From an optimization exercise on the open Yosys and OpenROAD flow, aimed at small area, a short achievable clock period and few clock cycles per item; shortcuts taken in it are not production practice. Function was checked by simulation only, so behaviour that the tests miss may differ from the original.

==> flow/design.v (excerpt) <==
module fp_mult_unit
(
    input  logic                clk,
    input  logic                rst_n,
    input  logic                clk_en,
    input  logic                start,
    input  logic [FP_WIDTH-1:0] dataa,
    input  logic [FP_WIDTH-1:0] datab,
    output logic [FP_WIDTH-1:0] result,
    output logic                done,
    output logic                busy
);
For scale: about 100 I/O pins.
==> flow/config.mk <==
export PLATFORM = sky130hd
export DESIGN_NAME = fp_mult_unit
export DESIGN_NICKNAME = fp_mult_unit
export VERILOG_FILES = /design/flow/design.v
export SDC_FILE = /design/flow/constraint.sdc
export NUM_CORES = 4
export LEC_CHECK = 0
export ABC_AREA = 1
export CAP_MARGIN = 20
export CORE_MARGIN = 2
export CORE_UTILIZATION = 60
export PLACE_DENSITY = 0.7
export SETUP_SLACK_MARGIN = 3
export SLEW_MARGIN = 20
==> flow/constraint.sdc <==
create_clock -name core_clock -period 12.0 [get_ports {clk}]
set_input_delay 2.4000 -clock core_clock [delete_from_list [all_inputs] [get_ports {clk}]]
set_output_delay 2.4000 -clock core_clock [all_outputs]
set_load 0.01 [all_outputs]
standard.sh (not shown) runs the stock make flow with config.mk's settings and CLKGATE_MAP_FILE= SYNTH_SCRIPT=/design/flow/synth_recipe.tcl, a recipe that flattens the netlist after the stock synthesis.
==> flow/flow/run.sh <==
#!/bin/bash
# Own layout flow: the standard flow, with two changes.
#  1. The ports are buffered with buf_4 instead of the buffer buffer_ports
#     picks by default (the inputs fan out straight into the multiplier).
#  2. Between synthesis and floorplan, flow/fixinv.py re-polarises the full
#     adders of the standard synthesis (a full adder is self-dual) so that
#     fewer inverters sit between them; registers and logic function are
#     unchanged.
set -euo pipefail
cd "$(dirname "$0")/.."
export BUFFER_PORTS_ARGS="-buffer_cell sky130_fd_sc_hd__buf_4"
R=orfs/results/sky130hd/fp_mult_unit/base
bash standard.sh synth > synth.log 2>&1
cp $R/1_2_yosys.v 1_2_yosys.standard.v
python3 flow/fixinv.py 1_2_yosys.standard.v 1_2_yosys.fixinv.v > fixinv.log 2>&1
cp 1_2_yosys.fixinv.v $R/1_2_yosys.v
rm -f $R/1_synth.odb $R/1_synth.sdc
bash standard.sh > layout.log 2>&1
Other scripts of this flow, unchanged in this note and not shown: flow/flow/fixinv.py
The starting point finished with timing, DRC and antenna clean.
Testbench counts at the start, summed over its fixed seeds: cycles 8,000, items 8,000.
Rerun with:
--- a/flow/config.mk
+++ b/flow/config.mk
@@ -9,6 +9,6 @@
 export CAP_MARGIN = 20
 export CORE_MARGIN = 2
-export CORE_UTILIZATION = 60
-export PLACE_DENSITY = 0.7
+export CORE_UTILIZATION = 72
+export PLACE_DENSITY = 0.8
 export SETUP_SLACK_MARGIN = 3
 export SLEW_MARGIN = 20
Result: The changed run completed without violations; die area goes down by 16%; final cell count goes down by about 1.7%; hold slack gains 0.0091 ns; synthesized cell count does not change; routed wire length goes up by about 10%.

* * *

== build 5 ==
fp_mult_unit, a different RTL version from the one above (not shown whole).
Size in the first run: about 2100 cells after synthesis, ~100 I/O pins, ~0.018 mm2 of cells after synthesis.
Settings: LEC_CHECK=0, ABC_AREA=1, CAP_MARGIN=20, CORE_MARGIN=2, CORE_UTILIZATION=60, CTS_BUF_LIST=sky130_fd_sc_hd__clkbuf_8, PLACE_DENSITY=0.7, SLEW_MARGIN=20; clock period 12.0 ns.
==> flow/flow/run.sh <==
#!/bin/bash
# Own layout flow: the standard flow, with three changes.
#  1. The ports are buffered with buf_4 instead of the buffer buffer_ports
#     picks by default (the inputs fan out straight into the multiplier).
#  2. Between synthesis and floorplan, flow/fixinv.py re-polarises the full
#     adders of the standard synthesis (a full adder is self-dual) so that
#     fewer inverters sit between them; registers and logic function are
#     unchanged.
#  3. Timing repair aims at 5.5 ns of setup slack.
#  4. After synthesis, the slow low-power inverters and delay buffers are kept
#     out of the resizer's choices.
set -euo pipefail
cd "$(dirname "$0")/.."
export BUFFER_PORTS_ARGS="-buffer_cell sky130_fd_sc_hd__buf_4"
R=orfs/results/sky130hd/fp_mult_unit/base
bash standard.sh synth > synth.log 2>&1
cp $R/1_2_yosys.v 1_2_yosys.standard.v
python3 flow/fixinv.py 1_2_yosys.standard.v 1_2_yosys.fixinv.v > fixinv.log 2>&1
cp 1_2_yosys.fixinv.v $R/1_2_yosys.v
rm -f $R/1_synth.odb $R/1_synth.sdc
export SETUP_SLACK_MARGIN=5.5
export DONT_USE_CELLS="sky130_fd_sc_hd__clkinvlp_2 sky130_fd_sc_hd__clkinvlp_4 sky130_fd_sc_hd__clkdlybuf4s15_1 sky130_fd_sc_hd__clkdlybuf4s15_2 sky130_fd_sc_hd__clkdlybuf4s18_1 sky130_fd_sc_hd__clkdlybuf4s18_2 sky130_fd_sc_hd__clkdlybuf4s25_1 sky130_fd_sc_hd__clkdlybuf4s25_2 sky130_fd_sc_hd__clkdlybuf4s50_1 sky130_fd_sc_hd__clkdlybuf4s50_2"
bash standard.sh > layout.log 2>&1
Other scripts of this flow, unchanged in this note and not shown: flow/flow/fixinv.py
No stage failed in build 5, and the final checks on the layout all came back clean.
Testbench counts of build 5, summed over its fixed seeds: cycles 8,000, items 8,000.
Modified inputs, build 22 compared to build 5
--- a/flow/flow/run.sh
+++ b/flow/flow/run.sh
@@ -2,3 +2,3 @@
 # Own layout flow: the standard flow, with three changes.
-#  1. The ports are buffered with buf_4 instead of the buffer buffer_ports
+#  1. The ports are buffered with buf_2 (upsized by timing repair where needed) instead of the buffer buffer_ports
 #     picks by default (the inputs fan out straight into the multiplier).
@@ -8,3 +8,3 @@
 #     unchanged.
-#  3. Timing repair aims at 5.5 ns of setup slack.
+#  3. Timing repair aims at 5.3 ns of setup slack.
 #  4. After synthesis, the slow low-power inverters and delay buffers are kept
@@ -13,3 +13,3 @@
 cd "$(dirname "$0")/.."
-export BUFFER_PORTS_ARGS="-buffer_cell sky130_fd_sc_hd__buf_4"
+export BUFFER_PORTS_ARGS="-buffer_cell sky130_fd_sc_hd__buf_2"
 R=orfs/results/sky130hd/fp_mult_unit/base
@@ -20,3 +20,3 @@
 rm -f $R/1_synth.odb $R/1_synth.sdc
-export SETUP_SLACK_MARGIN=5.5
+export SETUP_SLACK_MARGIN=5.3
 export DONT_USE_CELLS="sky130_fd_sc_hd__clkinvlp_2 sky130_fd_sc_hd__clkinvlp_4 sky130_fd_sc_hd__clkdlybuf4s15_1 sky130_fd_sc_hd__clkdlybuf4s15_2 sky130_fd_sc_hd__clkdlybuf4s18_1 sky130_fd_sc_hd__clkdlybuf4s18_2 sky130_fd_sc_hd__clkdlybuf4s25_1 sky130_fd_sc_hd__clkdlybuf4s25_2 sky130_fd_sc_hd__clkdlybuf4s50_1 sky130_fd_sc_hd__clkdlybuf4s50_2"
--- a/flow/config.mk
+++ b/flow/config.mk
@@ -11,3 +11,3 @@
 export CORE_UTILIZATION = 60
-export CTS_BUF_LIST = sky130_fd_sc_hd__clkbuf_8
+export CTS_BUF_LIST = sky130_fd_sc_hd__clkbuf_4 sky130_fd_sc_hd__clkbuf_8
 export PLACE_DENSITY = 0.7
==> comparison <==
Build 5 -> build 22: routed wire length decreased by a few percent
Diff build 5 -> build 22: actual slew at the worst max-slew pin went up 120 ps; count of plain and timing-repair buffers now smaller; met3 wirelength from detailed routing shows a reduction of about 2.2%.
For build 47, these inputs were changed with respect to build 22:
--- a/flow/flow/run.sh
+++ b/flow/flow/run.sh
@@ -8,4 +8,3 @@
 #     unchanged.
-#  3. Timing repair aims at 5.3 ns of setup slack.
-#  4. After synthesis, the slow low-power inverters and delay buffers are kept
+#  3. After synthesis, the slow low-power inverters and delay buffers are kept
 #     out of the resizer's choices.
@@ -20,3 +19,2 @@
 rm -f $R/1_synth.odb $R/1_synth.sdc
-export SETUP_SLACK_MARGIN=5.3
 export DONT_USE_CELLS="sky130_fd_sc_hd__clkinvlp_2 sky130_fd_sc_hd__clkinvlp_4 sky130_fd_sc_hd__clkdlybuf4s15_1 sky130_fd_sc_hd__clkdlybuf4s15_2 sky130_fd_sc_hd__clkdlybuf4s18_1 sky130_fd_sc_hd__clkdlybuf4s18_2 sky130_fd_sc_hd__clkdlybuf4s25_1 sky130_fd_sc_hd__clkdlybuf4s25_2 sky130_fd_sc_hd__clkdlybuf4s50_1 sky130_fd_sc_hd__clkdlybuf4s50_2"
--- a/flow/config.mk
+++ b/flow/config.mk
@@ -11,4 +11,4 @@
 export CORE_UTILIZATION = 60
-export CTS_BUF_LIST = sky130_fd_sc_hd__clkbuf_4 sky130_fd_sc_hd__clkbuf_8
 export PLACE_DENSITY = 0.7
+export SETUP_SLACK_MARGIN = 5
 export SLEW_MARGIN = 20
==> comparison <==
In terms of routed wire length per instance, build 47 and build 22 differ only marginally.
From build 47 to build 22, hold buffer count at cts did not move at all.
Between build 47 and build 22, the fraction of standard cell area that is sequential does not differ in any meaningful way.
Run comparison: build 22 first element of the critical path datab[15]; build 47 first element of the critical path datab[11]
Fraction of final layout cells with drive strength greater than 1: build 47 < build 22
As far as final area is concerned, build 47 and build 22 perform about the same.
Taking build 22 as the reference, in build 47 final RePlAce weighted congestion down 1.1%; critical path data required time down 50 ps.
Number of setup buffers added after CTS: build 47 vs build 22 down 2
Build 47 reports a higher global-route usage than build 22 does.
Input changes introduced in build 56 (baseline for comparison: build 47):
--- a/flow/flow/run.sh
+++ b/flow/flow/run.sh
@@ -8,3 +8,4 @@
 #     unchanged.
-#  3. After synthesis, the slow low-power inverters and delay buffers are kept
+#  3. Timing repair aims at 5.5 ns of setup slack.
+#  4. After synthesis, the slow low-power inverters and delay buffers are kept
 #     out of the resizer's choices.
@@ -19,2 +20,3 @@
 rm -f $R/1_synth.odb $R/1_synth.sdc
+export SETUP_SLACK_MARGIN=5.5
 export DONT_USE_CELLS="sky130_fd_sc_hd__clkinvlp_2 sky130_fd_sc_hd__clkinvlp_4 sky130_fd_sc_hd__clkdlybuf4s15_1 sky130_fd_sc_hd__clkdlybuf4s15_2 sky130_fd_sc_hd__clkdlybuf4s18_1 sky130_fd_sc_hd__clkdlybuf4s18_2 sky130_fd_sc_hd__clkdlybuf4s25_1 sky130_fd_sc_hd__clkdlybuf4s25_2 sky130_fd_sc_hd__clkdlybuf4s50_1 sky130_fd_sc_hd__clkdlybuf4s50_2"
--- a/flow/config.mk
+++ b/flow/config.mk
@@ -11,4 +11,4 @@
 export CORE_UTILIZATION = 60
+export CTS_BUF_LIST = sky130_fd_sc_hd__clkbuf_4 sky130_fd_sc_hd__clkbuf_8
 export PLACE_DENSITY = 0.7
-export SETUP_SLACK_MARGIN = 5
 export SLEW_MARGIN = 20
### Flow results
Build 56 against build 47; final routed wirelength across all metal layers is up by a few percent. Between build 47 and build 56, the worst hold slack does not differ in any meaningful way. The sequential share of layout area reported for build 56 is smaller than that of build 47 by 0.23 points. Delta (build 56 minus build 47): first-pass GRT wire length now smaller, number of global-route vias before repair now smaller, max-slew headroom at the worst pin now larger. g2_q as the critical path capture point was reported by build 47, and q_q[11] by build 56.

* * *

== build 54 ==
RTL: one of the versions met above, not the one the previous note started from.
Size in the first run: ~33 flip-flops, about 100 I/O pins.
export LEC_CHECK = 0
export ABC_AREA = 1
export CAP_MARGIN = 20
export CORE_MARGIN = 2
export CORE_UTILIZATION = 60
export PLACE_DENSITY = 0.7
export SETUP_SLACK_MARGIN = 5
export SLEW_MARGIN = 20
create_clock -name core_clock -period 12.0 [get_ports {clk}]
==> flow/flow/run.sh <==
#!/bin/bash
# Own layout flow: the standard flow, with the ports buffered by a
# stronger buffer than buffer_ports picks by default (the input ports
# drive wide fanouts straight into the multiplier tree).
set -euo pipefail
cd "$(dirname "$0")/.."
export BUFFER_PORTS_ARGS="-buffer_cell sky130_fd_sc_hd__buf_4"
bash standard.sh synth > synth.log 2>&1
bash standard.sh > layout.log 2>&1
Testbench counts of build 54, summed over its fixed seeds: cycles 8,000, items 8,000.
Changes in build 1 relative to build 54:
- SETUP_SLACK_MARGIN: 5 -> unset
==> flow/run.sh (new file) <==
#!/bin/bash
# synth_recipe.tcl (not shown) runs the flow's synth.tcl, then flattens the netlist and writes it again
# the make line also repeats each setting of config.mk as NAME=value (left out here)
make -C /OpenROAD-flow-scripts/flow DESIGN_CONFIG=/design/flow/config.mk WORK_HOME=/design/flow/orfs CLKGATE_MAP_FILE= SYNTH_SCRIPT=/design/flow/synth_recipe.tcl finish
removed: flow/flow/run.sh
removed: flow/standard.sh
Findings:
- The final layout from build 1, which completed every stage, passed the timing, design-rule and antenna checks at the end of the flow.
- Build 54 completed; timing, DRC and antenna clean
- Higher setup slack after layout goes to build 54 over build 1.
- Build 1 against build 54: share of the clock period used by the worst path moved up; number of gates resized after CTS moved down; routed wire length moved down.
- Build 54 and build 1 ended up with nearly the same synthesized cell area.
- After synthesis and placement, the instance count of build 1 is below that of build 54.
- Number of clock-tree buffers in the layout: build 1 vs build 54 up 1
- More vias were needed by build 54 than by build 1.
Relative to build 1, the following input files were edited for build 21:
- an added SETUP_SLACK_MARGIN of 4
==> flow/flow/run.sh (new file) <==
#!/bin/bash
# Own layout flow: the standard flow, with the ports buffered by a
# stronger buffer than buffer_ports picks by default (the input ports
# drive wide fanouts straight into the multiplier tree).
set -euo pipefail
cd "$(dirname "$0")/.."
export BUFFER_PORTS_ARGS="-buffer_cell sky130_fd_sc_hd__buf_4"
bash standard.sh synth > synth.log 2>&1
bash standard.sh > layout.log 2>&1
==> flow/standard.sh (new file) <==
#!/bin/bash
# synth_recipe.tcl (not shown) runs the flow's synth.tcl, then flattens the netlist and writes it again
# the make line also repeats each setting of config.mk as NAME=value (left out here)
make -C /OpenROAD-flow-scripts/flow DESIGN_CONFIG=/design/flow/config.mk WORK_HOME=/design/flow/orfs CLKGATE_MAP_FILE= SYNTH_SCRIPT=/design/flow/synth_recipe.tcl "${@:-finish}"
removed: flow/run.sh
Notes after the runs:
When build 21 is set beside build 1, its data arrival time at the worst-slack endpoint turns out to be 2.31 ns smaller.
Build 21 vs. build 1: setup slack of the critical path after layout rose 2.32 ns; final design area excluding fillers rose 2500 sq um.
From build 1 to build 21 the numbers moved as follows: flip-flop and latch count closely matched the old numbers; wire length increased by 18% relative to the old numbers; critical path depth was more or less identical; global-route wire length before repair increased by 12,000 microns relative to the old numbers.
What build 26 does differently from build 21 at the input level:
- SETUP_SLACK_MARGIN: 4 -> 3
Findings:
- Global-route wire length before repair ended up 11% lower on build 26 than on build 21.
- Looking at post-route worst hold slack, build 26 sits above build 21.
- Delta(routed wire length, build 26 - build 21) < 0
- Delta(post-CTS setup buffer count, build 26 - build 21) < 0
- Build 26 leaves less setup margin than build 21.
- After synthesis and placement, the instance count of build 26 is below that of build 21.
- From build 21 to build 26 the numbers moved as follows: number of clock buffers inserted by TritonCTS held steady, non-clock buffer count shrank by about 30%, standard cell area after detailed placement held steady, clock tree buffer count of the final layout grew by 2.
- The run showing the greater via count of the first global-routing pass is build 21.
- Build 26 | status: complete | timing, DRC, antenna: pass

* * *

fp_mult_unit with an RTL version that a note above also has.
For scale: ~2100 cells after synthesis, ~18000 sq um of cells after synthesis.
export LEC_CHECK = 0
export ABC_AREA = 1
export CAP_MARGIN = 20
export CORE_MARGIN = 2
export CORE_UTILIZATION = 60
export CTS_BUF_LIST = sky130_fd_sc_hd__clkbuf_4 sky130_fd_sc_hd__clkbuf_8
export PLACE_DENSITY = 0.7
export SLEW_MARGIN = 20
create_clock -name core_clock -period 12.0 [get_ports {clk}]
==> flow/flow/run.sh <==
#!/bin/bash
# Own layout flow: the standard flow, with three changes.
#  1. The ports are buffered with buf_4 instead of the buffer buffer_ports
#     picks by default (the inputs fan out straight into the multiplier).
#  2. Between synthesis and floorplan, flow/fixinv.py re-polarises the full
#     adders of the standard synthesis (a full adder is self-dual) so that
#     fewer inverters sit between them; registers and logic function are
#     unchanged.
#  3. Timing repair aims at 5.3 ns of setup slack.
#  4. After synthesis, the slow low-power inverters and delay buffers are kept
#     out of the resizer's choices.
set -euo pipefail
cd "$(dirname "$0")/.."
export BUFFER_PORTS_ARGS="-buffer_cell sky130_fd_sc_hd__buf_4"
R=orfs/results/sky130hd/fp_mult_unit/base
bash standard.sh synth > synth.log 2>&1
cp $R/1_2_yosys.v 1_2_yosys.standard.v
python3 flow/fixinv.py 1_2_yosys.standard.v 1_2_yosys.fixinv.v > fixinv.log 2>&1
cp 1_2_yosys.fixinv.v $R/1_2_yosys.v
rm -f $R/1_synth.odb $R/1_synth.sdc
export SETUP_SLACK_MARGIN=5.3
export DONT_USE_CELLS="sky130_fd_sc_hd__clkinvlp_2 sky130_fd_sc_hd__clkinvlp_4 sky130_fd_sc_hd__clkdlybuf4s15_1 sky130_fd_sc_hd__clkdlybuf4s15_2 sky130_fd_sc_hd__clkdlybuf4s18_1 sky130_fd_sc_hd__clkdlybuf4s18_2 sky130_fd_sc_hd__clkdlybuf4s25_1 sky130_fd_sc_hd__clkdlybuf4s25_2 sky130_fd_sc_hd__clkdlybuf4s50_1 sky130_fd_sc_hd__clkdlybuf4s50_2"
bash standard.sh > layout.log 2>&1
Other scripts of this flow, unchanged in this note and not shown: flow/flow/fixinv.py
Testbench counts at the start, summed over its fixed seeds: cycles 8,000, items 8,000.
Edit:
--- a/flow/flow/run.sh
+++ b/flow/flow/run.sh
@@ -9 +9 @@
-#  3. Timing repair aims at 5.3 ns of setup slack.
+#  3. Timing repair aims at 5.5 ns of setup slack.
@@ -21 +21 @@
-export SETUP_SLACK_MARGIN=5.3
+export SETUP_SLACK_MARGIN=5.5
Settings changed: CTS_CLUSTER_DIAMETER set to 150, CTS_CLUSTER_SIZE set to 40.
Outcome: Wire length goes up by 4.7%; global-route usage goes up by 0.92 points; final cell count goes up by 0.93%; non-clock buffer count goes up by 13; area after synthesis is unchanged; worst hold slack degrades by 11 ps; final area goes up by 2.9%; fmax goes up by 3.0%.
Edit:
--- a/flow/flow/run.sh
+++ b/flow/flow/run.sh
@@ -9,2 +9 @@
-#  3. Timing repair aims at 5.5 ns of setup slack.
-#  4. After synthesis, the slow low-power inverters and delay buffers are kept
+#  3. After synthesis, the slow low-power inverters and delay buffers are kept
@@ -21 +19,0 @@
-export SETUP_SLACK_MARGIN=5.5
Settings changed: CTS_BUF_LIST sky130_fd_sc_hd__clkbuf_4 sky130_fd_sc_hd__clkbuf_8 to unset, CTS_CLUSTER_DIAMETER 150 to unset, CTS_CLUSTER_SIZE 40 to unset, SETUP_SLACK_MARGIN set to 5.
The new run went through all stages and came out clean.
Die area is unchanged.
Count of clock-buffer cells in the layout does not change.
First-iteration DRC count falls by roughly a tenth.
Setup slack is worse by 400 ps.
Via count falls by a few percent.
Sequential share of layout area rises by 0.31 points.
Edit:
--- a/flow/flow/run.sh
+++ b/flow/flow/run.sh
@@ -3 +3 @@
-#  1. The ports are buffered with buf_4 instead of the buffer buffer_ports
+#  1. The ports are buffered with buf_1 (upsized by timing repair where needed) instead of the buffer buffer_ports
@@ -9 +9,2 @@
-#  3. After synthesis, the slow low-power inverters and delay buffers are kept
+#  3. Timing repair aims at 5.5 ns of setup slack.
+#  4. After synthesis, the slow low-power inverters and delay buffers are kept
@@ -13 +14 @@
-export BUFFER_PORTS_ARGS="-buffer_cell sky130_fd_sc_hd__buf_4"
+export BUFFER_PORTS_ARGS="-buffer_cell sky130_fd_sc_hd__buf_1"
@@ -19,0 +21 @@
+export SETUP_SLACK_MARGIN=5.5
Settings changed: CTS_BUF_LIST set to sky130_fd_sc_hd__clkbuf_4 sky130_fd_sc_hd__clkbuf_8, SETUP_SLACK_MARGIN 5 to unset.
After rerunning: The new run went through all stages and came out clean. Final area rises by a few percent. Synthesized area is unchanged. Worst hold slack improves by 11 ps. Final cell count rose by a few percent. Clock-buffer cell count goes up by 3. Core utilization grows by 2.1 points.
Edit:
--- a/flow/flow/run.sh
+++ b/flow/flow/run.sh
@@ -3 +3 @@
-#  1. The ports are buffered with buf_1 (upsized by timing repair where needed) instead of the buffer buffer_ports
+#  1. The ports are buffered with buf_4 instead of the buffer buffer_ports
@@ -9 +9 @@
-#  3. Timing repair aims at 5.5 ns of setup slack.
+#  3. Timing repair aims at 5.8 ns of setup slack.
@@ -14 +14 @@
-export BUFFER_PORTS_ARGS="-buffer_cell sky130_fd_sc_hd__buf_1"
+export BUFFER_PORTS_ARGS="-buffer_cell sky130_fd_sc_hd__buf_4"
@@ -21 +21 @@
-export SETUP_SLACK_MARGIN=5.5
+export SETUP_SLACK_MARGIN=5.8
Settings changed: CTS_BUF_LIST sky130_fd_sc_hd__clkbuf_4 sky130_fd_sc_hd__clkbuf_8 to unset.
What happened: Final area came out higher by 8.8%; clock skew is unchanged; sequential share of layout area went down by 0.84 points; cell count rose by 1.8%; non-clock buffer count grows by 42.
Edit:
--- a/flow/flow/run.sh
+++ b/flow/flow/run.sh
@@ -9 +9 @@
-#  3. Timing repair aims at 5.8 ns of setup slack.
+#  3. Timing repair aims at 5.5 ns of setup slack.
@@ -21 +21 @@
-export SETUP_SLACK_MARGIN=5.8
+export SETUP_SLACK_MARGIN=5.5
Outcome: The changed run produced a clean layout; sequential cell count stays the same; setup slack degrades by 170 ps; design area drops by 7.5%; core utilization fell by 5.5 points; via count decreases by 5.3%; critical path depth falls by 1; first-iteration DRC count goes down by 22%.

-- static timing again, ports no longer ideal --
How much do the figures lean on ideal ports? The routed layouts below were timed once more, with nothing changed but the port constraints. Step 1, drivers: a clkbuf_16 drives clk and a buf_2 each remaining input, both assumed. Step 2 adds t to the input delays and takes it off the output delays; t is the mean of the earliest and latest rising clock arrival at the registers after step 1. Input paths then give back, and output paths get back, about the clock's delay inside the block. Slacks: no drivers / after step 1 / after step 2; pairs: no drivers / after step 1.
| run | shift t [ns] | setup slack, ns | clock arrival spread, ns | pins driven straight from the clock port |
|---|---|---|---|---|
| the first run of note 1 | 0.306 | 3.185 / 3.168 / 2.861 | 0.003 / 0.003 | 1 |
| the second run of note 1 | 0.314 | 3.138 / 3.138 / 2.824 | 0.005 / 0.004 | 1 |
| build 5 | 0.426 | 5.573 / 5.587 / 5.160 | 0.028 / 0.027 | 1 |
| build 22 | 0.433 | 5.394 / 5.422 / 4.988 | 0.043 / 0.043 | 1 |
| build 47 | 0.396 | 5.072 / 5.096 / 4.700 | 0.023 / 0.023 | 1 |
| build 56 | 0.430 | 5.558 / 5.578 / 5.148 | 0.034 / 0.034 | 1 |
| build 54 | 0.308 | 3.535 / 3.533 / 3.224 | 0.004 / 0.003 | 1 |
| build 1 | 0.307 | 1.356 / 1.367 / 1.060 | 0.005 / 0.005 | 1 |
| build 21 | 0.304 | 3.674 / 3.551 / 3.247 | 0.004 / 0.004 | 1 |
| build 26 | 0.301 | 3.223 / 3.209 / 2.908 | 0.008 / 0.009 | 1 |
| the first run of note 4 | 0.434 | 5.379 / 5.399 / 4.965 | 0.037 / 0.036 | 1 |
| the second run of note 4 | 0.426 | 5.573 / 5.587 / 5.160 | 0.028 / 0.027 | 1 |
| the third run of note 4 | 0.403 | 5.171 / 5.196 / 4.793 | 0.026 / 0.026 | 1 |
| the fourth run of note 4 | 0.442 | 5.556 / 5.556 / 5.114 | 0.025 / 0.025 | 1 |
| the fifth run of note 4 | 0.407 | 5.738 / 5.671 / 5.263 | 0.024 / 0.023 | 1 |
| the sixth run of note 4 | 0.403 | 5.567 / 5.572 / 5.169 | 0.022 / 0.022 | 1 |
After both steps every run listed still meets setup and hold. For the fifth run of note 4, which loses most, drivers alone change the setup slack by -0.067 ns; drivers and shift together by -0.475 ns.
